Source: an optimization exercise on an open RTL-to-GDS flow (aim: small area, a short achievable clock period and few clock cycles per item). Production flows keep margins and buffers that such runs may drop.
In this exercise RTL edits were held to simulation tests only and were not proved equivalent to the original.
Power figures rest on the tool's default switching activity, not on a simulated workload.

`flow/constraint.sdc`:
```
create_clock -name core_clock -period 4.6 [get_ports {clk}]
set_input_delay 0.9200 -clock core_clock [delete_from_list [all_inputs] [get_ports {clk}]]
set_output_delay 0.9200 -clock core_clock [all_outputs]
set_load 0.01 [all_outputs]
```
`flow/design.v`:
```
package zpmv_pkg;
  localparam int MAX_COLUMNS_DEF = 256;
  localparam int MAX_ROWS_DEF    = 256;
  localparam int CFG_ADDR_W      = 4;
  localparam int CFG_DATA_W      = 32;
  localparam int COUNT_W         = 9;
  localparam int RES_SLOTS       = 3;
endpackage
module zpmv_cfg (
  input  logic                            clk,
  input  logic                            rst,
  input  logic                            psel,
  input  logic                            penable,
  input  logic                            pwrite,
  input  logic [zpmv_pkg::CFG_ADDR_W-1:0] paddr,
  input  logic [zpmv_pkg::CFG_DATA_W-1:0] pwdata,
  output logic [zpmv_pkg::CFG_DATA_W-1:0] prdata,
  output logic                            pready,
  output logic [7:0]                      zp_d,      
  output logic [7:0]                      cm1_d,     
  output logic [7:0]                      rm1_d      
);
  logic       wr;
  logic [7:0] zero_point;
  logic [8:0] rows_in_use;
  logic [8:0] columns_in_use;
  assign pready = 1'b1;
  assign wr     = psel && penable && pwrite;
  always_ff @(posedge clk) begin
    if (rst) begin
      zero_point     <= 8'd0;
      rows_in_use    <= 9'd1;
      columns_in_use <= 9'd1;
    end else if (wr) begin
      case (paddr[3:2])
        2'd0: zero_point     <= pwdata[7:0];
        2'd1: rows_in_use    <= pwdata[8:0];
        2'd2: columns_in_use <= pwdata[8:0];
        default: ;
      endcase
    end
  end
  always_comb begin
    case (paddr[3:2])
      2'd0:    prdata = {24'd0, zero_point};
      2'd1:    prdata = {23'd0, rows_in_use};
      2'd2:    prdata = {23'd0, columns_in_use};
      default: prdata = '0;
    endcase
  end
  logic [8:0] cols_m1;
  logic [8:0] rows_m1;
  assign cols_m1 = columns_in_use - 9'd1;
  assign rows_m1 = rows_in_use - 9'd1;
  always_ff @(posedge clk) begin
    zp_d  <= zero_point;
    cm1_d <= (columns_in_use == 9'd0) ? 8'd0 : columns_in_use[8] ? 8'd255 : cols_m1[7:0];
    rm1_d <= (rows_in_use == 9'd0) ? 8'd0 : rows_in_use[8] ? 8'd255 : rows_m1[7:0];
  end
endmodule
module zpmv_seq (
  input  logic        clk,
  input  logic        rst,
  input  logic        in_valid,
  output logic        in_ready,
  input  logic        in_mode,
  input  logic [7:0]  in_value,
  input  logic [7:0]  in_vector_index,
  input  logic        res_taken,           
  input  logic [7:0]  zp_d,
  input  logic [7:0]  cm1_d,
  input  logic [7:0]  rm1_d,
  output logic        mem_we,
  output logic [7:0]  mem_waddr,
  output logic [7:0]  mem_wdata,
  output logic [7:0]  mem_raddr,
  output logic        s1_valid,
  output logic [7:0]  s1_weight,
  output logic        s1_end,
  output logic [7:0]  s1_row,
  output logic        s1_last
);
  localparam int CR_W = $clog2(zpmv_pkg::RES_SLOTS + 1);
  logic            s0_valid;
  logic            s0_mode;
  logic [7:0]      s0_value;
  logic [7:0]      s0_index;
  logic [7:0]      col_pos;
  logic [7:0]      row_pos;
  logic            col_end;
  logic            row_end;
  logic            s0_weight;
  logic            take_w;
  logic            refund;
  logic [CR_W-1:0] credits;
  logic [CR_W-1:0] credits_nx;
  always_ff @(posedge clk) begin
    s0_mode  <= in_mode;
    s0_value <= in_value;
    s0_index <= in_vector_index;
  end
  always_ff @(posedge clk) begin
    if (rst) begin
      s0_valid <= 1'b0;
    end else begin
      s0_valid <= in_valid && in_ready;
    end
  end
  assign take_w    = in_valid && in_ready && in_mode;
  assign s0_weight = s0_valid && s0_mode;
  assign refund    = s0_weight && !col_end;
  always_comb begin
    credits_nx = credits;
    if (take_w)    credits_nx = credits_nx - CR_W'(1);
    if (refund)    credits_nx = credits_nx + CR_W'(1);
    if (res_taken) credits_nx = credits_nx + CR_W'(1);
  end
  always_ff @(posedge clk) begin
    if (rst) begin
      credits  <= CR_W'(zpmv_pkg::RES_SLOTS);
      in_ready <= 1'b0;
    end else begin
      credits  <= credits_nx;
      in_ready <= credits_nx != '0;
    end
  end
  assign col_end = col_pos >= cm1_d;
  assign row_end = row_pos >= rm1_d;
  always_ff @(posedge clk) begin
    if (rst) begin
      col_pos <= '0;
      row_pos <= '0;
    end else if (s0_weight) begin
      if (!col_end) begin
        col_pos <= col_pos + 8'd1;
      end else begin
        col_pos <= '0;
        row_pos <= row_end ? 8'd0 : row_pos + 8'd1;
      end
    end
  end
  assign mem_we    = s0_valid && !s0_mode;
  assign mem_waddr = s0_index;
  assign mem_wdata = s0_value - zp_d;
  assign mem_raddr = col_pos;
  always_ff @(posedge clk) begin
    if (rst) begin
      s1_valid <= 1'b0;
    end else begin
      s1_valid <= s0_weight;
    end
  end
  always_ff @(posedge clk) begin
    s1_weight <= s0_value;
    s1_end    <= col_end;
    s1_row    <= row_pos;
    s1_last   <= row_end;
  end
endmodule
module zpmv_vec_mem #(
  parameter int DEPTH  = zpmv_pkg::MAX_COLUMNS_DEF,
  parameter int ADDR_W = (DEPTH > 1) ? $clog2(DEPTH) : 1
) (
  input  logic              clk,
  input  logic              we,
  input  logic [ADDR_W-1:0] waddr,
  input  logic [7:0]        wdata,
  input  logic [ADDR_W-1:0] raddr,
  output logic [7:0]        rdata
);
  logic [7:0] mem [DEPTH];
  always_ff @(posedge clk) begin
    if (we) begin
      mem[waddr] <= wdata;
    end
  end
  assign rdata = mem[raddr];
endmodule
module zpmv_mac (
  input  logic        clk,
  input  logic        rst,
  input  logic        s1_valid,
  input  logic [7:0]  s1_weight,
  input  logic [7:0]  s1_rdata,
  input  logic        s1_end,
  input  logic [7:0]  s1_row,
  input  logic        s1_last,
  output logic        res_taken,
  output logic        out_valid,
  input  logic        out_ready,
  output logic [15:0] row_sum,
  output logic [7:0]  row_number,
  output logic        last_row
);
  localparam int EW = 16 + 8 + 1;
  logic [7:0]  w;
  logic [7:0]  x;
  logic        s2_valid;
  logic        s2_end;
  logic [7:0]  s2_row;
  logic        s2_last;
  logic        s3_end;
  logic [7:0]  s3_row;
  logic        s3_last;
  logic        acc_clear;
  logic [15:0] acc_s;
  logic [15:0] acc_c;
  logic [15:0] acc_s_g;
  logic [15:0] acc_c_g;
  logic [15:0] acc_s_nx;
  logic [15:0] acc_c_nx;
  logic [15:0] sum;
  logic        push;
  logic [EW-1:0] pdata;
  assign w = s1_weight;
  assign x = s1_rdata;
  logic ta_1;
  logic ta_2;
  logic ta_3;
  logic ta_4;
  logic ta_5;
  logic ta_6;
  logic ta_7;
  logic ta_8;
  logic ta_9;
  logic ta_10;
  logic ta_11;
  logic ta_12;
  logic ta_13;
  logic ta_14;
  logic ta_15;
  logic ta_16;
  logic ta_17;
  logic ta_18;
  logic ta_19;
  logic ta_20;
  logic ta_21;
  logic ta_22;
  logic ta_23;
  logic ta_24;
  logic ta_25;
  logic ta_26;
  logic ta_27;
  logic ta_28;
  logic ta_29;
  logic ta_30;
  logic ta_31;
  logic ta_32;
  logic ta_33;
  logic ta_34;
  logic ta_35;
  logic ta_36;
  logic ta_37;
  logic ta_38;
  logic ta_39;
  logic ta_40;
  logic ta_41;
  logic ta_42;
  logic ta_43;
  logic ta_44;
  logic ta_45;
  logic ta_46;
  logic ta_47;
  logic ta_48;
  logic ta_49;
  logic ta_50;
  logic ta_51;
  logic ta_52;
  logic ta_53;
  logic ta_54;
  logic ta_55;
  logic ta_56;
  logic ta_57;
  logic ta_58;
  logic ta_59;
  logic ta_60;
  logic ta_61;
  logic ta_62;
  logic ta_63;
  logic ta_64;
  logic ta_65;
  logic ta_66;
  logic ta_67;
  logic ta_68;
  logic ta_69;
  logic ta_70;
  logic ta_71;
  logic ta_72;
  logic ta_73;
  logic ta_74;
  logic ta_75;
  logic ta_76;
  logic ta_77;
  logic ta_78;
  logic ta_79;
  logic ta_80;
  logic ta_81;
  logic ta_82;
  logic ta_83;
  logic ta_84;
  logic ta_85;
  logic ta_86;
  logic ta_87;
  logic ta_88;
  logic ta_89;
  logic ta_90;
  logic ta_91;
  logic ta_92;
  logic ta_93;
  logic ta_94;
  logic ta_95;
  logic ta_96;
  logic ta_97;
  logic ta_98;
  logic ta_99;
  logic ta_100;
  logic ta_101;
  logic ta_102;
  logic ta_103;
  logic ta_104;
  logic ta_105;
  logic ta_106;
  logic ta_107;
  logic ta_108;
  logic ta_109;
  logic ta_110;
  logic ta_111;
  logic ta_112;
  logic ta_113;
  logic ta_114;
  logic ta_115;
  logic ta_116;
  logic ta_117;
  logic ta_118;
  logic ta_119;
  logic ta_120;
  logic ta_121;
  logic ta_122;
  logic ta_123;
  logic ta_124;
  logic tb_1;
  logic tb_2;
  logic tb_3;
  logic tb_4;
  logic tb_5;
  logic tb_6;
  logic tb_7;
  logic tb_8;
  logic tb_9;
  logic tb_10;
  logic tb_11;
  logic tb_12;
  logic tb_13;
  logic tb_14;
  logic tb_15;
  logic tb_16;
  logic tb_17;
  logic tb_18;
  logic tb_19;
  logic tb_20;
  logic tb_21;
  logic tb_22;
  logic tb_23;
  logic tb_24;
  logic tb_25;
  logic tb_26;
  logic tb_27;
  logic tb_28;
  logic tb_29;
  logic tb_30;
  logic tb_31;
  logic tb_32;
  logic tb_33;
  logic tb_34;
  logic tb_35;
  logic tb_36;
  logic tb_37;
  logic tb_38;
  logic tb_39;
  logic tb_40;
  logic tb_41;
  logic tb_42;
  logic tb_43;
  logic tb_44;
  logic tb_45;
  logic tb_46;
  logic tb_47;
  logic tb_48;
  logic tb_49;
  logic tb_50;
  logic tb_51;
  logic tb_52;
  logic tb_53;
  logic tb_54;
  logic tb_55;
  logic tb_56;
  logic tb_57;
  logic tb_58;
  logic tb_59;
  logic tb_60;
  logic tb_61;
  logic tb_62;
  logic tb_63;
  logic tb_64;
  logic tb_65;
  logic tb_66;
  logic tb_67;
  logic tb_68;
  logic tb_69;
  logic tb_70;
  logic tb_71;
  logic tb_72;
  logic tb_73;
  logic tb_74;
  logic tb_75;
  logic tb_76;
  logic tb_77;
  logic tb_78;
  logic tb_79;
  logic tb_80;
  logic tb_81;
  logic tb_82;
  logic tb_83;
  logic tb_84;
  logic tb_85;
  logic tb_86;
  logic a_q_0_0;
  logic a_q_1_0;
  logic a_q_1_1;
  logic a_q_2_0;
  logic a_q_2_1;
  logic a_q_2_2;
  logic a_q_3_0;
  logic a_q_3_1;
  logic a_q_3_2;
  logic a_q_4_0;
  logic a_q_4_1;
  logic a_q_4_2;
  logic a_q_5_0;
  logic a_q_5_1;
  logic a_q_5_2;
  logic a_q_6_0;
  logic a_q_6_1;
  logic a_q_6_2;
  logic a_q_7_0;
  logic a_q_7_1;
  logic a_q_7_2;
  logic a_q_8_0;
  logic a_q_8_1;
  logic a_q_8_2;
  logic a_q_9_0;
  logic a_q_9_1;
  logic a_q_9_2;
  logic a_q_10_0;
  logic a_q_10_1;
  logic a_q_10_2;
  logic a_q_11_0;
  logic a_q_11_1;
  logic a_q_11_2;
  logic a_q_12_0;
  logic a_q_12_1;
  logic a_q_12_2;
  logic a_q_13_0;
  logic a_q_13_1;
  logic a_q_13_2;
  logic a_q_14_0;
  assign ta_1 = (w[0] & x[0]);
  assign ta_2 = (w[0] & x[1]);
  assign ta_3 = (w[1] & x[0]);
  assign ta_4 = (w[0] & x[2]);
  assign ta_5 = (w[1] & x[1]);
  assign ta_6 = (w[2] & x[0]);
  assign ta_7 = (w[0] & x[3]);
  assign ta_8 = (w[1] & x[2]);
  assign ta_9 = (w[2] & x[1]);
  assign ta_10 = (w[3] & x[0]);
  assign ta_11 = (w[0] & x[4]);
  assign ta_12 = (w[1] & x[3]);
  assign ta_13 = (w[2] & x[2]);
  assign ta_14 = (w[3] & x[1]);
  assign ta_15 = (w[4] & x[0]);
  assign ta_16 = (w[0] & x[5]);
  assign ta_17 = (w[1] & x[4]);
  assign ta_18 = (w[2] & x[3]);
  assign ta_19 = (w[3] & x[2]);
  assign ta_20 = (w[4] & x[1]);
  assign ta_21 = (w[5] & x[0]);
  assign ta_22 = (w[0] & x[6]);
  assign ta_23 = (w[1] & x[5]);
  assign ta_24 = (w[2] & x[4]);
  assign ta_25 = (w[3] & x[3]);
  assign ta_26 = (w[4] & x[2]);
  assign ta_27 = (w[5] & x[1]);
  assign ta_28 = (w[6] & x[0]);
  assign ta_29 = ~(w[0] & x[7]);
  assign ta_30 = (w[1] & x[6]);
  assign ta_31 = (w[2] & x[5]);
  assign ta_32 = (w[3] & x[4]);
  assign ta_33 = (w[4] & x[3]);
  assign ta_34 = (w[5] & x[2]);
  assign ta_35 = (w[6] & x[1]);
  assign ta_36 = ~(w[7] & x[0]);
  assign ta_37 = ~(w[1] & x[7]);
  assign ta_38 = (w[2] & x[6]);
  assign ta_39 = (w[3] & x[5]);
  assign ta_40 = (w[4] & x[4]);
  assign ta_41 = (w[5] & x[3]);
  assign ta_42 = (w[6] & x[2]);
  assign ta_43 = ~(w[7] & x[1]);
  assign ta_44 = ~(w[2] & x[7]);
  assign ta_45 = (w[3] & x[6]);
  assign ta_46 = (w[4] & x[5]);
  assign ta_47 = (w[5] & x[4]);
  assign ta_48 = (w[6] & x[3]);
  assign ta_49 = ~(w[7] & x[2]);
  assign ta_50 = ~(w[3] & x[7]);
  assign ta_51 = (w[4] & x[6]);
  assign ta_52 = (w[5] & x[5]);
  assign ta_53 = (w[6] & x[4]);
  assign ta_54 = ~(w[7] & x[3]);
  assign ta_55 = ~(w[4] & x[7]);
  assign ta_56 = (w[5] & x[6]);
  assign ta_57 = (w[6] & x[5]);
  assign ta_58 = ~(w[7] & x[4]);
  assign ta_59 = ~(w[5] & x[7]);
  assign ta_60 = (w[6] & x[6]);
  assign ta_61 = ~(w[7] & x[5]);
  assign ta_62 = ~(w[6] & x[7]);
  assign ta_63 = ~(w[7] & x[6]);
  assign ta_64 = (w[7] & x[7]);
  assign ta_65 = ta_22 ^ ta_23;
  assign ta_66 = ta_22 & ta_23;
  assign ta_67 = ta_29 ^ ta_30 ^ ta_31;
  assign ta_68 = (ta_29 & ta_30) | (ta_29 & ta_31) | (ta_30 & ta_31);
  assign ta_69 = ta_32 ^ ta_33;
  assign ta_70 = ta_32 & ta_33;
  assign ta_71 = ta_37 ^ ta_38 ^ ta_39;
  assign ta_72 = (ta_37 & ta_38) | (ta_37 & ta_39) | (ta_38 & ta_39);
  assign ta_73 = ta_40 ^ ta_41 ^ ta_42;
  assign ta_74 = (ta_40 & ta_41) | (ta_40 & ta_42) | (ta_41 & ta_42);
  assign ta_75 = ta_44 ^ ta_45 ^ ta_46;
  assign ta_76 = (ta_44 & ta_45) | (ta_44 & ta_46) | (ta_45 & ta_46);
  assign ta_77 = ta_11 ^ ta_12;
  assign ta_78 = ta_11 & ta_12;
  assign ta_79 = ta_16 ^ ta_17 ^ ta_18;
  assign ta_80 = (ta_16 & ta_17) | (ta_16 & ta_18) | (ta_17 & ta_18);
  assign ta_81 = ta_19 ^ ta_20;
  assign ta_82 = ta_19 & ta_20;
  assign ta_83 = ta_65 ^ ta_24 ^ ta_25;
  assign ta_84 = (ta_65 & ta_24) | (ta_65 & ta_25) | (ta_24 & ta_25);
  assign ta_85 = ta_26 ^ ta_27 ^ ta_28;
  assign ta_86 = (ta_26 & ta_27) | (ta_26 & ta_28) | (ta_27 & ta_28);
  assign ta_87 = ta_66 ^ ta_67 ^ ta_69;
  assign ta_88 = (ta_66 & ta_67) | (ta_66 & ta_69) | (ta_67 & ta_69);
  assign ta_89 = ta_34 ^ ta_35 ^ ta_36;
  assign ta_90 = (ta_34 & ta_35) | (ta_34 & ta_36) | (ta_35 & ta_36);
  assign ta_91 = ta_68 ^ ta_70 ^ ta_71;
  assign ta_92 = (ta_68 & ta_70) | (ta_68 & ta_71) | (ta_70 & ta_71);
  assign ta_93 = ta_73 ^ ta_43 ^ 1'b1;
  assign ta_94 = (ta_73 & ta_43) | (ta_73 & 1'b1) | (ta_43 & 1'b1);
  assign ta_95 = ta_72 ^ ta_74 ^ ta_75;
  assign ta_96 = (ta_72 & ta_74) | (ta_72 & ta_75) | (ta_74 & ta_75);
  assign ta_97 = ta_47 ^ ta_48 ^ ta_49;
  assign ta_98 = (ta_47 & ta_48) | (ta_47 & ta_49) | (ta_48 & ta_49);
  assign ta_99 = ta_76 ^ ta_50 ^ ta_51;
  assign ta_100 = (ta_76 & ta_50) | (ta_76 & ta_51) | (ta_50 & ta_51);
  assign ta_101 = ta_52 ^ ta_53 ^ ta_54;
  assign ta_102 = (ta_52 & ta_53) | (ta_52 & ta_54) | (ta_53 & ta_54);
  assign ta_103 = ta_55 ^ ta_56 ^ ta_57;
  assign ta_104 = (ta_55 & ta_56) | (ta_55 & ta_57) | (ta_56 & ta_57);
  assign ta_105 = ta_7 ^ ta_8;
  assign ta_106 = ta_7 & ta_8;
  assign ta_107 = ta_77 ^ ta_13 ^ ta_14;
  assign ta_108 = (ta_77 & ta_13) | (ta_77 & ta_14) | (ta_13 & ta_14);
  assign ta_109 = ta_78 ^ ta_79 ^ ta_81;
  assign ta_110 = (ta_78 & ta_79) | (ta_78 & ta_81) | (ta_79 & ta_81);
  assign ta_111 = ta_80 ^ ta_82 ^ ta_83;
  assign ta_112 = (ta_80 & ta_82) | (ta_80 & ta_83) | (ta_82 & ta_83);
  assign ta_113 = ta_84 ^ ta_86 ^ ta_87;
  assign ta_114 = (ta_84 & ta_86) | (ta_84 & ta_87) | (ta_86 & ta_87);
  assign ta_115 = ta_88 ^ ta_90 ^ ta_91;
  assign ta_116 = (ta_88 & ta_90) | (ta_88 & ta_91) | (ta_90 & ta_91);
  assign ta_117 = ta_92 ^ ta_94 ^ ta_95;
  assign ta_118 = (ta_92 & ta_94) | (ta_92 & ta_95) | (ta_94 & ta_95);
  assign ta_119 = ta_96 ^ ta_98 ^ ta_99;
  assign ta_120 = (ta_96 & ta_98) | (ta_96 & ta_99) | (ta_98 & ta_99);
  assign ta_121 = ta_100 ^ ta_102 ^ ta_103;
  assign ta_122 = (ta_100 & ta_102) | (ta_100 & ta_103) | (ta_102 & ta_103);
  assign ta_123 = ta_104 ^ ta_59 ^ ta_60;
  assign ta_124 = (ta_104 & ta_59) | (ta_104 & ta_60) | (ta_59 & ta_60);
  always_ff @(posedge clk) begin
    a_q_0_0 <= ta_1;
    a_q_1_0 <= ta_2;
    a_q_1_1 <= ta_3;
    a_q_2_0 <= ta_4;
    a_q_2_1 <= ta_5;
    a_q_2_2 <= ta_6;
    a_q_3_0 <= ta_105;
    a_q_3_1 <= ta_9;
    a_q_3_2 <= ta_10;
    a_q_4_0 <= ta_106;
    a_q_4_1 <= ta_107;
    a_q_4_2 <= ta_15;
    a_q_5_0 <= ta_108;
    a_q_5_1 <= ta_109;
    a_q_5_2 <= ta_21;
    a_q_6_0 <= ta_110;
    a_q_6_1 <= ta_111;
    a_q_6_2 <= ta_85;
    a_q_7_0 <= ta_112;
    a_q_7_1 <= ta_113;
    a_q_7_2 <= ta_89;
    a_q_8_0 <= ta_114;
    a_q_8_1 <= ta_115;
    a_q_8_2 <= ta_93;
    a_q_9_0 <= ta_116;
    a_q_9_1 <= ta_117;
    a_q_9_2 <= ta_97;
    a_q_10_0 <= ta_118;
    a_q_10_1 <= ta_119;
    a_q_10_2 <= ta_101;
    a_q_11_0 <= ta_120;
    a_q_11_1 <= ta_121;
    a_q_11_2 <= ta_58;
    a_q_12_0 <= ta_122;
    a_q_12_1 <= ta_123;
    a_q_12_2 <= ta_61;
    a_q_13_0 <= ta_124;
    a_q_13_1 <= ta_62;
    a_q_13_2 <= ta_63;
    a_q_14_0 <= ta_64;
    s2_end  <= s1_end;
    s2_row  <= s1_row;
    s2_last <= s1_last;
  end
  always_ff @(posedge clk) begin
    if (rst) begin
      s2_valid <= 1'b0;
    end else begin
      s2_valid <= s1_valid;
    end
  end
  assign acc_s_g = acc_clear ? 16'd0 : acc_s;
  assign acc_c_g = acc_clear ? 16'd0 : acc_c;
  assign tb_1 = acc_s_g[2] ^ acc_c_g[2];
  assign tb_2 = acc_s_g[2] & acc_c_g[2];
  assign tb_3 = acc_s_g[3] ^ acc_c_g[3] ^ a_q_3_0;
  assign tb_4 = (acc_s_g[3] & acc_c_g[3]) | (acc_s_g[3] & a_q_3_0) | (acc_c_g[3] & a_q_3_0);
  assign tb_5 = acc_s_g[4] ^ acc_c_g[4] ^ a_q_4_0;
  assign tb_6 = (acc_s_g[4] & acc_c_g[4]) | (acc_s_g[4] & a_q_4_0) | (acc_c_g[4] & a_q_4_0);
  assign tb_7 = acc_s_g[5] ^ acc_c_g[5] ^ a_q_5_0;
  assign tb_8 = (acc_s_g[5] & acc_c_g[5]) | (acc_s_g[5] & a_q_5_0) | (acc_c_g[5] & a_q_5_0);
  assign tb_9 = acc_s_g[6] ^ acc_c_g[6] ^ a_q_6_0;
  assign tb_10 = (acc_s_g[6] & acc_c_g[6]) | (acc_s_g[6] & a_q_6_0) | (acc_c_g[6] & a_q_6_0);
  assign tb_11 = acc_s_g[7] ^ acc_c_g[7] ^ a_q_7_0;
  assign tb_12 = (acc_s_g[7] & acc_c_g[7]) | (acc_s_g[7] & a_q_7_0) | (acc_c_g[7] & a_q_7_0);
  assign tb_13 = acc_s_g[8] ^ acc_c_g[8] ^ a_q_8_0;
  assign tb_14 = (acc_s_g[8] & acc_c_g[8]) | (acc_s_g[8] & a_q_8_0) | (acc_c_g[8] & a_q_8_0);
  assign tb_15 = acc_s_g[9] ^ acc_c_g[9] ^ a_q_9_0;
  assign tb_16 = (acc_s_g[9] & acc_c_g[9]) | (acc_s_g[9] & a_q_9_0) | (acc_c_g[9] & a_q_9_0);
  assign tb_17 = acc_s_g[10] ^ acc_c_g[10] ^ a_q_10_0;
  assign tb_18 = (acc_s_g[10] & acc_c_g[10]) | (acc_s_g[10] & a_q_10_0) | (acc_c_g[10] & a_q_10_0);
  assign tb_19 = acc_s_g[11] ^ acc_c_g[11] ^ a_q_11_0;
  assign tb_20 = (acc_s_g[11] & acc_c_g[11]) | (acc_s_g[11] & a_q_11_0) | (acc_c_g[11] & a_q_11_0);
  assign tb_21 = acc_s_g[12] ^ acc_c_g[12] ^ a_q_12_0;
  assign tb_22 = (acc_s_g[12] & acc_c_g[12]) | (acc_s_g[12] & a_q_12_0) | (acc_c_g[12] & a_q_12_0);
  assign tb_23 = acc_s_g[13] ^ acc_c_g[13] ^ a_q_13_0;
  assign tb_24 = (acc_s_g[13] & acc_c_g[13]) | (acc_s_g[13] & a_q_13_0) | (acc_c_g[13] & a_q_13_0);
  assign tb_25 = acc_s_g[1] ^ acc_c_g[1];
  assign tb_26 = acc_s_g[1] & acc_c_g[1];
  assign tb_27 = tb_1 ^ a_q_2_0 ^ a_q_2_1;
  assign tb_28 = (tb_1 & a_q_2_0) | (tb_1 & a_q_2_1) | (a_q_2_0 & a_q_2_1);
  assign tb_29 = tb_2 ^ tb_3 ^ a_q_3_1;
  assign tb_30 = (tb_2 & tb_3) | (tb_2 & a_q_3_1) | (tb_3 & a_q_3_1);
  assign tb_31 = tb_4 ^ tb_5 ^ a_q_4_1;
  assign tb_32 = (tb_4 & tb_5) | (tb_4 & a_q_4_1) | (tb_5 & a_q_4_1);
  assign tb_33 = tb_6 ^ tb_7 ^ a_q_5_1;
  assign tb_34 = (tb_6 & tb_7) | (tb_6 & a_q_5_1) | (tb_7 & a_q_5_1);
  assign tb_35 = tb_8 ^ tb_9 ^ a_q_6_1;
  assign tb_36 = (tb_8 & tb_9) | (tb_8 & a_q_6_1) | (tb_9 & a_q_6_1);
  assign tb_37 = tb_10 ^ tb_11 ^ a_q_7_1;
  assign tb_38 = (tb_10 & tb_11) | (tb_10 & a_q_7_1) | (tb_11 & a_q_7_1);
  assign tb_39 = tb_12 ^ tb_13 ^ a_q_8_1;
  assign tb_40 = (tb_12 & tb_13) | (tb_12 & a_q_8_1) | (tb_13 & a_q_8_1);
  assign tb_41 = tb_14 ^ tb_15 ^ a_q_9_1;
  assign tb_42 = (tb_14 & tb_15) | (tb_14 & a_q_9_1) | (tb_15 & a_q_9_1);
  assign tb_43 = tb_16 ^ tb_17 ^ a_q_10_1;
  assign tb_44 = (tb_16 & tb_17) | (tb_16 & a_q_10_1) | (tb_17 & a_q_10_1);
  assign tb_45 = tb_18 ^ tb_19 ^ a_q_11_1;
  assign tb_46 = (tb_18 & tb_19) | (tb_18 & a_q_11_1) | (tb_19 & a_q_11_1);
  assign tb_47 = tb_20 ^ tb_21 ^ a_q_12_1;
  assign tb_48 = (tb_20 & tb_21) | (tb_20 & a_q_12_1) | (tb_21 & a_q_12_1);
  assign tb_49 = tb_22 ^ tb_23 ^ a_q_13_1;
  assign tb_50 = (tb_22 & tb_23) | (tb_22 & a_q_13_1) | (tb_23 & a_q_13_1);
  assign tb_51 = tb_24 ^ acc_s_g[14] ^ acc_c_g[14];
  assign tb_52 = (tb_24 & acc_s_g[14]) | (tb_24 & acc_c_g[14]) | (acc_s_g[14] & acc_c_g[14]);
  assign tb_53 = acc_s_g[15] ^ acc_c_g[15];
  assign tb_54 = acc_s_g[15] & acc_c_g[15];
  assign tb_55 = acc_s_g[0] ^ acc_c_g[0];
  assign tb_56 = acc_s_g[0] & acc_c_g[0];
  assign tb_57 = tb_25 ^ a_q_1_0 ^ a_q_1_1;
  assign tb_58 = (tb_25 & a_q_1_0) | (tb_25 & a_q_1_1) | (a_q_1_0 & a_q_1_1);
  assign tb_59 = tb_26 ^ tb_27 ^ a_q_2_2;
  assign tb_60 = (tb_26 & tb_27) | (tb_26 & a_q_2_2) | (tb_27 & a_q_2_2);
  assign tb_61 = tb_28 ^ tb_29 ^ a_q_3_2;
  assign tb_62 = (tb_28 & tb_29) | (tb_28 & a_q_3_2) | (tb_29 & a_q_3_2);
  assign tb_63 = tb_30 ^ tb_31 ^ a_q_4_2;
  assign tb_64 = (tb_30 & tb_31) | (tb_30 & a_q_4_2) | (tb_31 & a_q_4_2);
  assign tb_65 = tb_32 ^ tb_33 ^ a_q_5_2;
  assign tb_66 = (tb_32 & tb_33) | (tb_32 & a_q_5_2) | (tb_33 & a_q_5_2);
  assign tb_67 = tb_34 ^ tb_35 ^ a_q_6_2;
  assign tb_68 = (tb_34 & tb_35) | (tb_34 & a_q_6_2) | (tb_35 & a_q_6_2);
  assign tb_69 = tb_36 ^ tb_37 ^ a_q_7_2;
  assign tb_70 = (tb_36 & tb_37) | (tb_36 & a_q_7_2) | (tb_37 & a_q_7_2);
  assign tb_71 = tb_38 ^ tb_39 ^ a_q_8_2;
  assign tb_72 = (tb_38 & tb_39) | (tb_38 & a_q_8_2) | (tb_39 & a_q_8_2);
  assign tb_73 = tb_40 ^ tb_41 ^ a_q_9_2;
  assign tb_74 = (tb_40 & tb_41) | (tb_40 & a_q_9_2) | (tb_41 & a_q_9_2);
  assign tb_75 = tb_42 ^ tb_43 ^ a_q_10_2;
  assign tb_76 = (tb_42 & tb_43) | (tb_42 & a_q_10_2) | (tb_43 & a_q_10_2);
  assign tb_77 = tb_44 ^ tb_45 ^ a_q_11_2;
  assign tb_78 = (tb_44 & tb_45) | (tb_44 & a_q_11_2) | (tb_45 & a_q_11_2);
  assign tb_79 = tb_46 ^ tb_47 ^ a_q_12_2;
  assign tb_80 = (tb_46 & tb_47) | (tb_46 & a_q_12_2) | (tb_47 & a_q_12_2);
  assign tb_81 = tb_48 ^ tb_49 ^ a_q_13_2;
  assign tb_82 = (tb_48 & tb_49) | (tb_48 & a_q_13_2) | (tb_49 & a_q_13_2);
  assign tb_83 = tb_50 ^ tb_51 ^ a_q_14_0;
  assign tb_84 = (tb_50 & tb_51) | (tb_50 & a_q_14_0) | (tb_51 & a_q_14_0);
  assign tb_85 = tb_52 ^ tb_53 ^ 1'b1;
  assign tb_86 = (tb_52 & tb_53) | (tb_52 & 1'b1) | (tb_53 & 1'b1);
  assign acc_s_nx[0] = tb_55;
  assign acc_c_nx[0] = a_q_0_0;
  assign acc_s_nx[1] = tb_56;
  assign acc_c_nx[1] = tb_57;
  assign acc_s_nx[2] = tb_58;
  assign acc_c_nx[2] = tb_59;
  assign acc_s_nx[3] = tb_60;
  assign acc_c_nx[3] = tb_61;
  assign acc_s_nx[4] = tb_62;
  assign acc_c_nx[4] = tb_63;
  assign acc_s_nx[5] = tb_64;
  assign acc_c_nx[5] = tb_65;
  assign acc_s_nx[6] = tb_66;
  assign acc_c_nx[6] = tb_67;
  assign acc_s_nx[7] = tb_68;
  assign acc_c_nx[7] = tb_69;
  assign acc_s_nx[8] = tb_70;
  assign acc_c_nx[8] = tb_71;
  assign acc_s_nx[9] = tb_72;
  assign acc_c_nx[9] = tb_73;
  assign acc_s_nx[10] = tb_74;
  assign acc_c_nx[10] = tb_75;
  assign acc_s_nx[11] = tb_76;
  assign acc_c_nx[11] = tb_77;
  assign acc_s_nx[12] = tb_78;
  assign acc_c_nx[12] = tb_79;
  assign acc_s_nx[13] = tb_80;
  assign acc_c_nx[13] = tb_81;
  assign acc_s_nx[14] = tb_82;
  assign acc_c_nx[14] = tb_83;
  assign acc_s_nx[15] = tb_84;
  assign acc_c_nx[15] = tb_85;
  always_ff @(posedge clk) begin
    if (s2_valid) begin
      acc_s <= acc_s_nx;
      acc_c <= acc_c_nx;
    end
  end
  always_ff @(posedge clk) begin
    if (rst) begin
      acc_clear <= 1'b1;
      push      <= 1'b0;
    end else begin
      if (s2_valid) acc_clear <= s2_end;
      push <= s2_valid && s2_end;
    end
  end
  always_ff @(posedge clk) begin
    s3_row  <= s2_row;
    s3_last <= s2_last;
  end
  assign sum   = acc_s + acc_c;
  assign pdata = {sum, s3_row, s3_last};
  logic [EW-1:0] q0, q1, q2;
  logic [2:0]    qv;
  logic          deq;
  assign deq       = qv[0] && out_ready;
  assign res_taken = deq;
  always_ff @(posedge clk) begin
    if (rst) begin
      qv <= '0;
    end else begin
      if (deq) begin
        qv[0] <= qv[1] || push;
        qv[1] <= qv[2] || (qv[1] && push);
        qv[2] <= qv[2] && push;
      end else begin
        qv[0] <= qv[0] || push;
        qv[1] <= qv[1] || (qv[0] && push);
        qv[2] <= qv[2] || (qv[1] && push);
      end
    end
  end
  always_ff @(posedge clk) begin
    if (deq) begin
      q0 <= qv[1] ? q1 : pdata;
      q1 <= qv[2] ? q2 : pdata;
      q2 <= pdata;
    end else begin
      if (!qv[0])          q0 <= pdata;
      if (qv[0] && !qv[1]) q1 <= pdata;
      if (qv[1] && !qv[2]) q2 <= pdata;
    end
  end
  assign out_valid  = qv[0];
  assign row_sum    = q0[EW-1:9];
  assign row_number = q0[8:1];
  assign last_row   = q0[0];
endmodule
module int8_zero_point_matvec_core #(
  parameter int MAX_COLUMNS = zpmv_pkg::MAX_COLUMNS_DEF,
  parameter int MAX_ROWS    = zpmv_pkg::MAX_ROWS_DEF
) (
  input  logic                            clk,
  input  logic                            rst,
  input  logic                            in_valid,
  output logic                            in_ready,
  input  logic                            in_mode,
  input  logic signed [7:0]               in_value,
  input  logic [7:0]                      in_vector_index,
  output logic                            out_valid,
  input  logic                            out_ready,
  output logic signed [15:0]              out_row_sum,
  output logic [7:0]                      out_row_number,
  output logic                            out_last_row,
  input  logic                            psel,
  input  logic                            penable,
  input  logic                            pwrite,
  input  logic [zpmv_pkg::CFG_ADDR_W-1:0] paddr,
  input  logic [zpmv_pkg::CFG_DATA_W-1:0] pwdata,
  output logic [zpmv_pkg::CFG_DATA_W-1:0] prdata,
  output logic                            pready
);
  logic [7:0]  zp_d;
  logic [7:0]  cm1_d;
  logic [7:0]  rm1_d;
  logic        res_taken;
  logic        mem_we;
  logic [7:0]  mem_waddr;
  logic [7:0]  mem_wdata;
  logic [7:0]  mem_raddr;
  logic [7:0]  mem_rdata;
  logic        s1_valid;
  logic [7:0]  s1_weight;
  logic        s1_end;
  logic [7:0]  s1_row;
  logic        s1_last;
  logic [7:0]  s1_rdata;
  zpmv_cfg u_cfg (
    .clk     (clk),
    .rst     (rst),
    .psel    (psel),
    .penable (penable),
    .pwrite  (pwrite),
    .paddr   (paddr),
    .pwdata  (pwdata),
    .prdata  (prdata),
    .pready  (pready),
    .zp_d    (zp_d),
    .cm1_d   (cm1_d),
    .rm1_d   (rm1_d)
  );
  zpmv_seq u_seq (
    .clk             (clk),
    .rst             (rst),
    .in_valid        (in_valid),
    .in_ready        (in_ready),
    .in_mode         (in_mode),
    .in_value        (in_value),
    .in_vector_index (in_vector_index),
    .res_taken       (res_taken),
    .zp_d            (zp_d),
    .cm1_d           (cm1_d),
    .rm1_d           (rm1_d),
    .mem_we          (mem_we),
    .mem_waddr       (mem_waddr),
    .mem_wdata       (mem_wdata),
    .mem_raddr       (mem_raddr),
    .s1_valid        (s1_valid),
    .s1_weight       (s1_weight),
    .s1_end          (s1_end),
    .s1_row          (s1_row),
    .s1_last         (s1_last)
  );
  zpmv_vec_mem u_mem (
    .clk   (clk),
    .we    (mem_we),
    .waddr (mem_waddr),
    .wdata (mem_wdata),
    .raddr (mem_raddr),
    .rdata (mem_rdata)
  );
  always_ff @(posedge clk) begin
    s1_rdata <= mem_rdata;
  end
  zpmv_mac u_mac (
    .clk        (clk),
    .rst        (rst),
    .s1_valid   (s1_valid),
    .s1_weight  (s1_weight),
    .s1_rdata   (s1_rdata),
    .s1_end     (s1_end),
    .s1_row     (s1_row),
    .s1_last    (s1_last),
    .res_taken  (res_taken),
    .out_valid  (out_valid),
    .out_ready  (out_ready),
    .row_sum    (out_row_sum),
    .row_number (out_row_number),
    .last_row   (out_last_row)
  );
endmodule
```
`flow/config.mk`:
```
export PLATFORM = sky130hd
export DESIGN_NAME = int8_zero_point_matvec_core
export DESIGN_NICKNAME = int8_zero_point_matvec_core
export VERILOG_FILES = /design/flow/design.v
export SDC_FILE = /design/flow/constraint.sdc
export NUM_CORES = 4
export LEC_CHECK = 0
export ABC_CLOCK_PERIOD_IN_PS = 2200
export CAP_MARGIN = 20
export CORE_MARGIN = 2
export CORE_UTILIZATION = 40
export SETUP_SLACK_MARGIN = 2.2
export SLEW_MARGIN = 20
```
`flow/run.sh`:
```
#!/bin/bash
# synth_recipe.tcl (not shown) runs the flow's synth.tcl, then flattens the netlist and writes it again
# the make line also repeats each setting of config.mk as NAME=value (left out here)
make -C /OpenROAD-flow-scripts/flow DESIGN_CONFIG=/design/flow/config.mk WORK_HOME=/design/flow/orfs CLKGATE_MAP_FILE= SYNTH_SCRIPT=/design/flow/synth_recipe.tcl finish
```
==> results.txt, run 1 <==
- The run finished with no timing, DRC or antenna violations.
- For the final routed database, the setup TNS stands at 0 ns.
- The register share of total power is 51.7%.
- The maximum net fanout on the critical path is 8.
- The area enclosed by the die boundary is approximately 230000 um2.
- The number of global-route vias before repair is ~47000.
- The clock reaches the later pin of the worst-skew pair after 0.90 ns.
- The first TritonRoute pass finished after 6 iterations.
- The cell area that synthesis handed to floorplanning was 91900 um2.
- After clock tree synthesis, the clock-pin slew on the worst setup and hold paths is 0.06 ns.
- Counting cells, the worst reg-to-reg path comes to 9.
- The flop-to-flop setup slack is 1.55 ns.
- The synthesized design contains between 2000 and 2500 register bits.
- The final hold slack is 0.325 ns.
- The number of H-tree branching levels is 4.
- The most critical setup path has its startpoint at u_seq.col_pos[0]$_SDFFE_PP0P_.
- For the pin with the worst max-slew slack, the measured transition is about 1 ns.
- The clock tree from TritonCTS is done.
- Setup violations remaining at the end of the flow were counted as 0.
- Yosys mapped the design onto 59 distinct sky130hd cell types.
- The reg-to-reg endpoint is s1_rdata[2]$_DFF_P_.
- The clock drives 2334 sinks.
- The most common library cell in the layout ignoring fill and taps is edfxtp_1.
- Counting flops with a built-in enable in the synthesized netlist gives 2155.
- STA classifies the critical path startpoint as a flop.
- The via count normalized by instance count is between 5 and 6.
- Counting along the longest clock path gives a buffer depth of 3.
- The detailed placement HPWL is roughly 130000 um.
- The share of the Yosys chip area taken by registers is approximately three quarters.
- For this run, asynchronously set or reset flops after synthesis account for 0%.
- The number of nets with antenna violations after detailed routing is 0.
- The worst-case headroom to the max-slew limit is 34.2%.
- The initial core utilization is 40.3%.
- Timing would allow up to 328 MHz.
- The number of nets in the finished design is 5322.
- The nature of the critical path endpoint is a flop.
- The number of warning messages in the yosys log is 5.
- The overall via count from detail_route is 46974.
- Setup repair after global routing could not meet its margin everywhere.
- The total of hold buffers inserted after clock tree synthesis is 0.
- The placer's final routability congestion estimate is 0.800.
- The number of buffers added by the clock tree synthesis step is ~230.
- The root buffer cell is clkbuf_16.
- The final-report hold violation count is 0.
- The most frequently used flop master after synthesis is edfxtp_1.
- The first global-routing pass estimated 336000 um of wire.
- The layout cell share with drive strength beyond 1 is 37.4%.
- Net switching is about 22% of the power.
- The worst register-to-register path begins at u_seq.col_pos[0]$_SDFFE_PP0P_.
- The total of buffers placed on input and output ports is 70.
- The sum of routed wire length over all layers is ~240000 um.
- The post-synthesis area per instance is 20.0 um2.
- The required time reported for the critical path endpoint is 5.35 ns.
- The library cells used most frequently in the layout, excluding fill and tap cells, are 2155 x edfxtp_1, 542 x mux4_2, 259 x clkbuf_16.
- The final critical path takes up around two thirds of the cycle.
- From synthesis to final layout, the design area changed by 24.1%.
- The critical path ends at s1_rdata[2]$_DFF_P_.
- The initial antenna violation count is 7.
- Max-cap violations in this run came to 0.
- From bottom edge to top edge, the die measures 483 um.
- The class of the tightest hold or removal check is reg -> reg.
- The wire length per cell is 28.6 um.
- The maximum number of pins on one net before global-route repair is 173.
- Summed over all layers, the global routing overflow is 0.
- The worst-case IR drop observed on VDD is 0.428 mV.
- In this run, the clock network consumes 41.5% of the power.
- The number of standard cells after synthesis is 4592.
- Summed over all nets, the switching power comes to ~10 mW.
- The cell row count is 175.
- For this run, the total global-route usage over all layers was measured as between 10% and 20%.
- The count of routing violations after the opening detailed-route iteration is 5033.
- Of the total power, combinational logic draws 6.8%.
- The design internal power is ~36 mW.
- The static leakage power is between 30 and 40 nW.
- The final-report max-slew violation count is 0.
- The critical path arrival is 3.80 ns.
- The critical path's slowest cell is mux4_2.
- The path type of the worst setup path is reg -> reg.
- The power density over cell area is 401 nW/um2.
- The clock period minus worst slack is between 3 and 4 ns.
- The floorplan step defined a core boundary enclosing approximately 230000 um2.
- For this design the top-level I/O count stands at 120.
- The die is between 400 and 500 um wide.
- After detailed routing, the number of remaining DRC violations is 0.
- The delay of the slowest critical-path stage is about 0.56 ns.
- Across the routed clock network, the largest skew measured is 0.0737 ns.
- Traced cell by cell, the critical path runs through buf_16 -> buf_12 -> buf_16 -> mux4_2 -> mux4_2 -> mux2i_1 -> a21oi_2 -> nor3_2 -> a211oi_1.
through the flow:
step	total power [mW]	instances	util (%)	instance area (um2)	setup slack, ns
after floorplan	25.0	4614	-	92100	0.00208
after global placement	25.5	7584	42.5	96800	0.740
after detailed placement	25.6	7584	42.5	96800	0.730
after CTS	45.7	8263	49.0	112000	1.55
after global routing	47.1	8362	50.1	114000	1.53
final	45.8	8363	50.1	114000	1.55
power by group through the flow:
stage | sequential, mW | clock [mW] | combinational [mW]
2_1_floorplan | 24.2 | 0 | 0.835
3_3_place_gp | 24.1 | 0 | 1.40
3_5_place_dp | 24.1 | 0 | 1.46
4_1_cts | 23.6 | 19.3 | 2.81
5_1_grt | 23.6 | 20.1 | 3.27
6_report | 23.6 | 19.0 | 3.11
layer usage:
metal / track usage [%] / wire, um / share of wire (%) / vias to the layer above
met5: 0 / 0 / 0 / -
met1: 28.0 / 99700 / 42 / 25140
met2: 31.2 / 114000 / 48 / 1821
met4: 5.21 / 6270 / 2.6 / 0
met3: 3.69 / 18900 / 7.9 / 322
li1: - / - / - / 19691
cell usage after synthesis (7+ instances only):
cell type,count,area (um2)
a221oi_1,17,149
xor2_1,14,123
xnor2_1,31,272
nand2_1,110,413
nand4_1,8,50.1
buf_4,59,443
a211oi_1,38,285
a2111oi_0,7,61.3
buf_1,14,52.6
inv_1,129,484
a21o_1,8,60.1
ha_1,51,638
mux2i_1,147,1470
nor2_1,315,1180
mux4_2,542,12200
buf_2,54,270
fa_1,64,1280
o221ai_1,16,140
o211ai_1,14,105
clkbuf_1,104,390
o22ai_1,56,350
a31oi_1,9,56.3
mux2_2,66,743
nor3_1,41,205
edfxtp_1,2155,64700
o21ai_0,35,175
nand2b_1,45,282
and2_1,54,338
nor2b_1,27,169
nand3_1,34,170
buf_6,16,180
a21oi_1,66,330
dfxtp_1,179,3580
a211o_1,9,78.8
worst max-delay path, delay by kind of cell, from the launching register on:
family | cells | cell delay [ns]
and+or+nand+nor | 1 | 0.34
muxes | 3 | 1.33
AOI/OAI and AO/OA | 2 | 0.26
DFF | 1 | 0.48
buffers and inverters | 3 | 0.49
sequential cells by signal (all words and copies together), names as in the netlist, 9 cells and up:
signal and flops:
u_cfg.columns_in_use 9, u_mac.acc_s 16, u_mem.mem 2048, u_cfg.rows_in_use 9
u_mac.q2 25, u_mac.acc_c 16, u_mac.q1 25, u_mac.q0 25
layout make-up:
class                           count  area, um2
Fill cell                       17923     114000
Sequential cell                  2334      68400
Multi-Input combinational cell   1900      25300
Timing Repair Buffer              548       8450
Clock buffer                      298       6180
Tap cell                         3009       3760
Clock inverter                    143       1540
Inverter                          129        518
Antenna cell                        2       5.00
worst min path at each step:
stage	from	endpoint	slack (ns)	depth (start not counted)
global placement	u_seq.s1_last$_DFF_P_	u_mac.s2_last$_DFF_P_	0.31	0
floorplan	u_seq.s1_end$_DFF_P_	u_mac.s2_end$_DFF_P_	0.31	0
global route	u_seq.s1_row[3]$_DFF_P_	u_mac.s2_row[3]$_DFF_P_	0.33	0
CTS	rst	u_mac.qv[2]$_SDFF_PP0_	0.31	2
finish	u_mac.s2_row[1]$_DFF_P_	u_mac.s3_row[1]$_DFF_P_	0.33	0
detailed placement	u_seq.s1_row[3]$_DFF_P_	u_mac.s2_row[3]$_DFF_P_	0.31	0
logic make-up (layout without fill, tap and decap cells):
family                   after synthesis  in the layout  share of synthesized area [%]
AO/OA/AOI/OAI                        299            299                           2.16
XOR/XNOR                              45             45                          0.429
adder cells (fa/ha/maj)              116            116                           2.10
buffers and inverters                381           1118                           2.05
flip-flops                          2334           2334                           74.3
multiplexers                         755            755                           15.7
other                                  2             26                        0.00817
AND/OR/NAND/NOR                      660            661                           3.25
repair_timing:
action                                   CTS  global route
hold endpoints to repair                   0             0
resized for setup                       1020           239
buffers inserted                         144            63
pin swaps                                100            97
endpoints found under the setup margin  3549          2850
gates cloned                              94            34
Testbench counts, summed over its fixed seeds: cycles 126,983, items 126,647.
==> run 2, diff against run 1 <==
--- a/flow/config.mk
+++ b/flow/config.mk
@@ -5,9 +5,9 @@
 export SDC_FILE = /design/flow/constraint.sdc
 export NUM_CORES = 4
 export LEC_CHECK = 0
-export ABC_CLOCK_PERIOD_IN_PS = 2200
+export ABC_CLOCK_PERIOD_IN_PS = 3000
 export CAP_MARGIN = 20
 export CORE_MARGIN = 2
 export CORE_UTILIZATION = 40
-export SETUP_SLACK_MARGIN = 2.2
+export SETUP_SLACK_MARGIN = 1.5
 export SLEW_MARGIN = 20
==> results.txt, run 2 <==
- The placer's final routability congestion estimate was 0.800 (unchanged).
- The worst clock skew is 0.0765 ns (was 0.0737 ns).
- The maximum number of pins on one net before global-route repair is 173 (unchanged).
- The number of H-tree branching levels was 4 (unchanged).
- The setup TNS after final layout came to 0 ns (unchanged).
- The number of enable-type register cells in the synthesized netlist is 2155 (unchanged).
- The upper clock frequency limit is 320 MHz (was 328 MHz).
- The path type of the worst setup path is reg -> reg (unchanged).
- The number of nets in the finished design was 5037 (was 5322).
- The detailed placement HPWL is 126000 um (unchanged).
- The power density over cell area was 417 nW/um2 (was 401 nW/um2).
- The leftover overflow at the end of global routing was 0 (unchanged).
- The number of clock sinks is 2334 (unchanged).
- The most area-hungry cell type in the Yosys netlist is edfxtp_1 (unchanged).
- The cell row count is 175 (unchanged).
- Commonest cells after routing, fill and taps aside: 2155 x edfxtp_1, 542 x mux4_2, 242 x clkbuf_16 (was 2155 x edfxtp_1, 542 x mux4_2, 259 x clkbuf_16).
- The placeable core region is 228000 um2 (unchanged).
- The clock-pin transition on the worst setup and hold timing paths is 0.06 ns (about the same).
- The design internal power is 34.8 mW (was 35.7 mW).
- The most flop-heavy register is u_mem.mem (unchanged).
- The nature of the critical path endpoint was a flop (unchanged).
- The maximum clock path buffer count is 3 (unchanged).
- The most frequently used flop master after synthesis is edfxtp_1 (unchanged).
- The number of maximum-capacitance constraint violations is 0 (unchanged).
- Most frequent cells after synthesis: 2155 x edfxtp_1, 542 x mux4_2, 315 x nor2_1 (unchanged).
- Setup repair after global routing missed its margin: yes (unchanged).
- The most common cell in the synthesized netlist is edfxtp_1 (unchanged).
- The share of flip-flops with an asynchronous set or reset is 0% (unchanged).
- The class of the tightest hold or removal check is reg -> reg (unchanged).
- The final hold slack came to 0.325 ns (about the same).
- The sum of routed wire length over all layers was 213000 um (was 239000 um).
- The worst voltage drop across the vdd grid is 0.426 mV (was 0.428 mV).
- The worst-case headroom to the max-slew limit was 23.9% (was 34.2%).
- The source-to-sink clock delay at the later pin of the worst-skew pair is 0.90 ns (about the same).
- The clock tree from TritonCTS is done (unchanged).
- The I/O pin count is 120 (unchanged).
- The aggregate global-route resource usage is 17.8% (was 19.7%).
- The post-synthesis cell type count came to 59 (unchanged).
- The static leakage power came to 32.4 nW (was 35.7 nW).
- The layout cell share with drive strength beyond 1 was 27.0% (was 37.4%).
- The number of standard cells after synthesis is 4592 (unchanged).
- The initial core utilization is 40.3% (unchanged).
- The share of power burned in combinational logic is 3.5% (was 6.8%).
- The root buffer cell is clkbuf_16 (unchanged).
- The flip-flop count of the largest register after layout is 2048 (unchanged).
- The clock period minus worst slack is 3.12 ns (was 3.05 ns).
- The final number of setup-violating endpoints was 0 (unchanged).
- The count of routing violations after the opening detailed-route iteration is 4223 (was 5033).
- The height of the die was 483 um (unchanged).
- The number of buffers added by the clock tree synthesis step was 234 (unchanged).
- The post-synthesis area per instance is 20.0 um2 (unchanged).
- Cells traversed along the worst timing path: nand2b_1 -> nor3b_2 -> nand2_2 -> buf_4 -> nor2_1 (was buf_16 -> buf_12 -> buf_16 -> mux4_2 -> mux4_2 -> mux2i_1 -> a21oi_2 -> nor3_2 -> a211oi_1).
- The final-report max-slew violation count is 0 (unchanged).
- The number of global-route vias before repair is 45125 (was 47027).
- The critical path arrival came to 3.65 ns (was 3.80 ns).
- The initial antenna violation count came to 4 (was 7).
- The critical path's slowest cell is nor2_1 (was mux4_2).
- The netlist area before placement is 91900 um2 (unchanged).
- The overall die width came to 483 um (unchanged).
- The number of remaining DRC errors was 0 (unchanged).
- The net switching power is 9.34 mW (was 10.0 mW).
- The area added between synthesis and finish is 15.3% (was 24.1%).
- The total of hold buffers inserted after clock tree synthesis is 0 (unchanged).
- The area share of the largest cell type after synthesis is 70.4% (unchanged).
- The register bit total from synthesis came to 2334 (unchanged).
- The via count normalized by instance count is 5.49 (was 5.62).
- The wire length of the first global-routing pass is 309000 um (was 336000 um).
- The number of nets with antenna violations after detailed routing is 0 (unchanged).
- The maximum net fanout on the critical path was 8 (unchanged).
- The delay of the slowest critical-path stage came to 0.62 ns (was 0.56 ns).
- The part of the power in the clock network is 42.9% (was 41.5%).
- The switching part of the total is 21.2% (was 21.9%).
- The final-report hold violation count came to 0 (unchanged).
- The slew at the pin closest to its max-slew limit is 1.14 ns (was 0.986 ns).
- The required time reported for the critical path endpoint is 5.13 ns (was 5.35 ns).
- The portion of the clock cycle consumed by the worst path in the final layout is 67.8% (was 66.3%).
- Status: complete, no violations (unchanged).
- The nature of the critical path startpoint is a flop (unchanged).
- The area enclosed by the die boundary is 234000 um2 (unchanged).
- The most common library cell in the layout ignoring fill and taps is edfxtp_1 (unchanged).
- The proportion of synthesized chip area in sequential cells was 74.3% (unchanged).
- The number of warning messages in the yosys log is 5 (unchanged).
- The wire length per cell is 26.4 um (was 28.6 um).
- The register share of total power is 53.6% (was 51.7%).
- The total of buffers placed on input and output ports is 70 (unchanged).
- The overall via count from detail_route is 44364 (was 46974).
- Cell types occupying the most area after synthesis: edfxtp_1 70%, mux4_2 13%, dfxtp_1 3.9% (unchanged).
- The first-pass detailed-route iteration total came to 5 (was 6).
==> run 2: changes by cell type in the layout (fill, tap and decap cells not counted), sizes merged <==
| cell | delta |
|---|---|
| buf | -299 |
| clkdlybuf4s50 | +27 |
| clkbuf | -17 |
| dlygate4sd2 | +4 |
| bufbuf | -2 |
| clkdlybuf4s15 | +1 |
| clkinvlp | -1 |
| diode | -1 |
| dlymetal6s2s | +1 |
| inv | +1 |
==> run 2: kinds of logic (layout without fill, tap and decap cells) <==
logic type / after synthesis / after routing / share of synthesized area, %
other: 2 / 25 / 0.00817
XOR/XNOR: 45 / 45 / 0.429
multiplexers: 755 / 755 / 15.7
buffers and inverters: 381 / 833 / 2.05
AND/OR/NAND/NOR: 660 / 661 / 3.25
flip-flops: 2334 / 2334 / 74.3
AO/OA/AOI/OAI: 299 / 299 / 2.16
adder cells (fa/ha/maj): 116 / 116 / 2.10
==> run 2: worst max-delay path: cells and delay by family (launching register included) <==
family                 cells  cell delay, ns
AND/OR/NAND/NOR            4            2.06
buffers and inverters      1            0.37
flip-flops                 1            0.32
==> run 2: timing repair <==
item,in CTS,in global routing
buffers inserted,20,17
gates resized for setup,160,105
endpoints found under the setup margin,1104,1541
gates cloned,4,8
pin swaps,1,11
==> run 2: power by group through the flow <==
stage,Clock (mW),Combinational [mW],Sequential [mW]
floorplan,0,0.835,24.2
global placement,0,1.40,24.1
detailed placement,0,1.46,24.1
CTS,19.3,1.52,23.7
global route,20.1,1.72,23.7
finish,18.9,1.56,23.7
==> run 2: worst paths after layout <==
path                                  to  cells after the start               startpoint  slack (ns)
min reg2reg      u_mac.s3_row[1]$_DFF_P_                      0  u_mac.s2_row[1]$_DFF_P_        0.32
max          u_mem.mem[213][7]$_DFFE_PP_                      5    u_seq.s0_mode$_DFF_P_        1.48
min              u_mac.s3_row[1]$_DFF_P_                      0  u_mac.s2_row[1]$_DFF_P_        0.32
max reg2reg  u_mem.mem[213][7]$_DFFE_PP_                      5    u_seq.s0_mode$_DFF_P_        1.48
==> run 2: layer usage <==
metal  part of all wire, %  global-route usage [%]  vias up
li1                      -                       -    19010
met1                    43                    25.3    23658
met2                    48                    28.4     1390
met3                   6.5                    3.26      304
met4                   2.4                    4.93        2
met5                0.0052                       0        -
==> run 2: layout make-up <==
| cell class | count | area [um2] |
|---|---|---|
| diodes | 1 | 2.50 |
| clock buffers | 298 | 6180 |
| clock inverters | 143 | 1540 |
| fillers | 18845 | 122000 |
| inverters | 129 | 503 |
| multi-input cells | 1900 | 22600 |
| flip-flops and latches | 2334 | 68300 |
| well taps | 3009 | 3760 |
| repair buffers | 263 | 3020 |
==> run 2: metrics by stage <==
step,instances,utilization [%],worst slack (ns),cell area [um2],total power [mW]
3_5_place_dp,7584,42.5,0.730,96800,25.6
6_report,8077,46.5,1.48,106000,44.1
3_3_place_gp,7584,42.5,0.740,96800,25.5
4_1_cts,8049,46.2,1.26,105000,44.5
2_1_floorplan,4614,-,0.00208,92100,25.0
5_1_grt,8077,46.5,1.38,106000,45.5

==> afterwards: timing with drivers on the ports <==
In the flow no input, the clock included, has a driving cell. The finished layouts below were timed again as built, in two steps.
Step 1: set_driving_cell puts a clkbuf_16 on clk and a buf_2 on each other input, an assumption about the parent block.
Step 2, shift: input delay + t, output delay - t, t = (earliest + latest rising clock arrival at the registers) / 2. This alone moves slack from input paths to output paths.
Three values: ideal ports, drivers, drivers and shift; two values: the first two.
run | shift t [ns] | setup slack, ns | cell pins on the clock port's net
run 1 | 0.961 | 1.550 / 1.550 / 1.440 | 1
run 2 | 0.958 | 1.479 / 1.479 / 1.242 | 1
After both steps setup and hold are still met in every run listed. The setup slack of run 2, which loses most, moves by 0.000 ns with the drivers and by -0.237 ns with both steps.
